Context: an optimization exercise on an open-source flow, tuned for small area and a short achievable clock period. The choices shown serve that exercise and are no tape-out recipe.
At most, simulation tests tie the RTL to the original design; equivalence was not proved.

==> inputs of run X <==
==> flow/design.v (excerpt) <==
module bbox_top (
    input  logic               clk,
    input  logic               rst_n,
    input  logic [143:0]       tri_in,
    input  logic               tri_valid,
    input  logic [47:0]        screen,
    input  logic [3:0]         ss_code,
    input  logic               hold,
    output logic [143:0]       out_tri,
    output logic [95:0]        out_box,
    output logic               out_valid
);
    localparam int NM = 140;
    logic [47:0]   scr_r;
    logic [2:0]    keep_r, keep_d;
    logic [143:0]  t1_q, t2_q, t3_q;
    logic          v1, v2, v3;
    logic [24:0]   dx10_d, dy21_d, dy10_d, dx21_d;
    logic [24:0]   dx10, dy21, dy10, dx21;
    logic          x2lt0_d, y2lt0_d, x2lt0, y2lt0;
    logic [5:0]    ord_d, ord2;
    logic [NM-1:0] mid_d, mid2;
    logic [95:0]   box_d, box3;
    logic          back_face;
    bbox_snap u_snap (
        .ss_code (ss_code),
        .keep    (keep_d)
    );
    bbox_pipe u_diff (
        .tri_in (tri_in),
        .dx10   (dx10_d),
        .dy21   (dy21_d),
        .dy10   (dy10_d),
        .dx21   (dx21_d),
        .x2lt0  (x2lt0_d),
        .y2lt0  (y2lt0_d)
    );
    bbox_cull_a u_cull_a (
        .dx10 (dx10),
        .dy21 (dy21),
        .dy10 (dy10),
        .dx21 (dx21),
        .m    (mid_d)
    );
    assign ord_d = {dx10[24], dx21[24], x2lt0, dy10[24], dy21[24], y2lt0};
    bbox_cull_b u_cull_b (
        .m         (mid2),
        .back_face (back_face)
    );
    bbox_extent u_extent (
        .tri_in (t2_q),
        .order  (ord2),
        .screen (scr_r),
        .keep   (keep_r),
        .box    (box_d)
    );
    always_ff @(posedge clk) begin
        scr_r  <= screen;
  ...
==> module bbox_axis, before the edit <==
module bbox_axis (
    input  logic [23:0] v0,
    input  logic [23:0] v1,
    input  logic [23:0] v2,
    input  logic        l01,
    input  logic        l12,
    input  logic        l02,
    input  logic [23:0] lim,
    input  logic [2:0]  keep,
    output logic [23:0] lo,
    output logic [23:0] hi
);
    logic        m0, m1, m2, h0, h1, h2;
    logic [23:0] mn, mask;
    logic signed [23:0] mx, lim_s;
    assign m0 = ~l01 & ~l02;
    assign m1 = l01 & ~l12;
    assign m2 = ~m0 & ~m1;
    assign h2 = ~l12 & ~l02;
    assign h1 = ~h2 & ~l01;
    assign h0 = ~h2 & l01;
    assign mask = {14'h3fff, keep, 7'h0};
    assign mn = (({24{m0}} & v0) | ({24{m1}} & v1) | ({24{m2}} & v2)) & mask;
    assign mx = (({24{h0}} & v0) | ({24{h1}} & v1) | ({24{h2}} & v2)) & mask;
    assign lo = mn[23] ? 24'h0 : mn;
    assign lim_s = lim;
    assign hi = (mx > lim_s) ? lim : mx;
endmodule
==> module bbox_top, before the edit <==
module bbox_top (
    input  logic               clk,
    input  logic               rst_n,
    input  logic [143:0]       tri_in,
    input  logic               tri_valid,
    input  logic [47:0]        screen,
    input  logic [3:0]         ss_code,
    input  logic               hold,
    output logic [143:0]       out_tri,
    output logic [95:0]        out_box,
    output logic               out_valid
);
    localparam int NM = 140;
    logic [47:0]   scr_r;
    logic [2:0]    keep_r, keep_d;
    logic [143:0]  t1_q, t2_q, t3_q;
    logic          v1, v2, v3;
    logic [24:0]   dx10_d, dy21_d, dy10_d, dx21_d;
    logic [24:0]   dx10, dy21, dy10, dx21;
    logic          x2lt0_d, y2lt0_d, x2lt0, y2lt0;
    logic [5:0]    ord_d, ord2;
    logic [NM-1:0] mid_d, mid2;
    logic [95:0]   box_d, box3;
    logic          back_face;
    bbox_snap u_snap (
        .ss_code (ss_code),
        .keep    (keep_d)
    );
    bbox_pipe u_diff (
        .tri_in (tri_in),
        .dx10   (dx10_d),
        .dy21   (dy21_d),
        .dy10   (dy10_d),
        .dx21   (dx21_d),
        .x2lt0  (x2lt0_d),
        .y2lt0  (y2lt0_d)
    );
    bbox_cull_a u_cull_a (
        .dx10 (dx10),
        .dy21 (dy21),
        .dy10 (dy10),
        .dx21 (dx21),
        .m    (mid_d)
    );
    assign ord_d = {dx10[24], dx21[24], x2lt0, dy10[24], dy21[24], y2lt0};
    bbox_cull_b u_cull_b (
        .m         (mid2),
        .back_face (back_face)
    );
    bbox_extent u_extent (
        .tri_in (t2_q),
        .order  (ord2),
        .screen (scr_r),
        .keep   (keep_r),
        .box    (box_d)
    );
    always_ff @(posedge clk) begin
        scr_r  <= screen;
        keep_r <= keep_d;
    end
    always_ff @(posedge clk) begin
        if (!hold) begin
            t1_q  <= tri_in;
            dx10  <= dx10_d;
            dy21  <= dy21_d;
            dy10  <= dy10_d;
            dx21  <= dx21_d;
            x2lt0 <= x2lt0_d;
            y2lt0 <= y2lt0_d;
            t2_q  <= t1_q;
            mid2  <= mid_d;
            ord2  <= ord_d;
            t3_q  <= t2_q;
            box3  <= box_d;
        end
    end
    always_ff @(posedge clk or negedge rst_n) begin
        if (!rst_n) begin
            v1 <= 1'b0;
            v2 <= 1'b0;
            v3 <= 1'b0;
        end else if (!hold) begin
            v1 <= tri_valid;
            v2 <= v1;
            v3 <= v2 & ~back_face;
        end
    end
    assign out_tri   = t3_q;
    assign out_box   = box3;
    assign out_valid = v3;
endmodule
clock: 15.0 ns
lec_check: 0
abc_area: 1
cap_margin: 20
core_margin: 2
core_utilization: 40
slew_margin: 40
tns_end_percent: 100
standard.sh (not shown) runs the stock make flow with config.mk's settings and CLKGATE_MAP_FILE= SYNTH_SCRIPT=/design/flow/synth_recipe.tcl, a recipe that flattens the netlist after the stock synthesis.
==> flow/flow/run.sh <==
#!/bin/bash
set -euo pipefail
bash standard.sh SETUP_SLACK_MARGIN=10.5 finish > make.log 2>&1
==> run D (differences from run X) <==
--- a/flow/design.v
+++ b/flow/design.v
@@ -12,8 +12,7 @@
     output logic [23:0] hi
 );
     logic        m0, m1, m2, h0, h1, h2;
-    logic [23:0] mn, mask;
-    logic signed [23:0] mx, lim_s;
+    logic [23:0] mn, mx, mask;
     assign m0 = ~l01 & ~l02;
     assign m1 = l01 & ~l12;
     assign m2 = ~m0 & ~m1;
@@ -24,8 +23,7 @@
     assign mn = (({24{m0}} & v0) | ({24{m1}} & v1) | ({24{m2}} & v2)) & mask;
     assign mx = (({24{h0}} & v0) | ({24{h1}} & v1) | ({24{h2}} & v2)) & mask;
     assign lo = mn[23] ? 24'h0 : mn;
-    assign lim_s = lim;
-    assign hi = (mx > lim_s) ? lim : mx;
+    assign hi = ($signed(mx) > $signed(lim)) ? lim : mx;
 endmodule
 module bbox_extent (
     input  logic [143:0] tri_in,
==> flow/flow/run.sh (replaced) <==
#!/bin/bash
set -euo pipefail
bash standard.sh SETUP_SLACK_MARGIN=10.5 MATCH_CELL_FOOTPRINT=0 \
  "BUFFER_PORTS_ARGS=-buffer_cell sky130_fd_sc_hd__buf_4" finish > make.log 2>&1
==> run H (differences from run X) <==
--- a/flow/design.v
+++ b/flow/design.v
@@ -2126,7 +2126,6 @@
     output logic               out_valid
 );
     localparam int NM = 140;
-    logic [47:0]   scr_r;
     logic [2:0]    keep_r, keep_d;
     logic [143:0]  t1_q, t2_q, t3_q;
     logic          v1, v2, v3;
@@ -2165,12 +2164,11 @@
     bbox_extent u_extent (
         .tri_in (t2_q),
         .order  (ord2),
-        .screen (scr_r),
+        .screen (screen),
         .keep   (keep_r),
         .box    (box_d)
     );
     always_ff @(posedge clk) begin
-        scr_r  <= screen;
         keep_r <= keep_d;
     end
     always_ff @(posedge clk) begin
==> flow/flow/run.sh (replaced) <==
#!/bin/bash
set -euo pipefail
bash standard.sh SETUP_SLACK_MARGIN=10.5 MATCH_CELL_FOOTPRINT=0 \
  "BUFFER_PORTS_ARGS=-buffer_cell sky130_fd_sc_hd__buf_2" finish > make.log 2>&1
CORE_UTILIZATION = 55   (was 40)
==> comparison table <==
| metric | run X | run D | run H |
|---|---|---|---|
| Outcome | timing/DRC/antenna clean | timing/DRC/antenna clean | timing/DRC/antenna clean |
| DP Area | 0.0667 sq mm | 0.0657 sq mm | 0.0631 sq mm |
| Worst setup margin | 10390 ps | 10340 ps | 10430 ps |
| Slew HR | 0.422 | 0.399 | 0.390 |
| Netlist area before placement | 0.0599 sq mm | 0.0599 sq mm | 0.0591 sq mm |
| ClkCell Share | 0.0396 | 0.0435 | 0.0396 |
| Count of TritonRoute iterations in the first routing pass | 9 | 15 | 12 |
| Number of inserted filler cells in the final layout | 12920 | 12939 | 8225 |
| Total clock sinks | 813 | 813 | 765 |
| Pre-CTS setup slack | 8730 ps | 8760 ps | 9240 ps |
| Average footprint of a synthesized cell | 11.1 sq um | 11.1 sq um | 11.0 sq um |
| Area of the multi-input gates | 0.0340 sq mm | 0.0334 sq mm | 0.0332 sq mm |
| Worst path max stage delay | 620 ps | 600 ps | 600 ps |
| Average vias per placed instance | 5.82 | 5.72 | 6.14 |
| Buffering stage count on the worst path with inverters included | 7 | 6 | 6 |
| Number of global-route vias before repair | 45542 | 44156 | 42812 |
| Top achievable clock speed | 217 MHz | 215 MHz | 219 MHz |
| Final Critical Period | 4610 ps | 4660 ps | 4570 ps |
| Iter 0 DRT Violations | 6275 | 5712 | 6233 |
| Clock tree buffer count of the final layout | 122 | 118 | 96 |
| Initial antenna violation count | 16 | 10 | 9 |
| Total global routing track utilization | 0.295 | 0.269 | 0.356 |
Function not checked in run D: the RTL went through the layout flow alone.

## port drivers added, routing unchanged
The flow's constraints put no driver on any port. The routed layouts listed below were extracted and timed again, unchanged, in two steps. Step 1 assumes that a clkbuf_16 drives the clock port and a buf_2 every other input. Step 2, shift: input delay + t, output delay - t, t = (earliest + latest rising clock arrival at the registers) / 2. This alone moves slack from input paths to output paths. a / b / c = ideal / step 1 / step 2; a / b = the first two.
| run | shift t [ns] | setup WS [ns] | latest minus earliest clock arrival (ns) |
|---|---|---|---|
| run X | 0.803 | 10.391 / 10.391 / 9.715 | 0.076 / 0.076 |
| run D | 0.811 | 10.343 / 10.343 / 9.740 | 0.070 / 0.069 |
| run H | 0.781 | 10.428 / 10.428 / 9.734 | 0.064 / 0.064 |
After both steps setup and hold are still met in every run listed. The setup slack of run H, which loses most, moves by 0.000 ns with the drivers and by -0.694 ns with both steps.
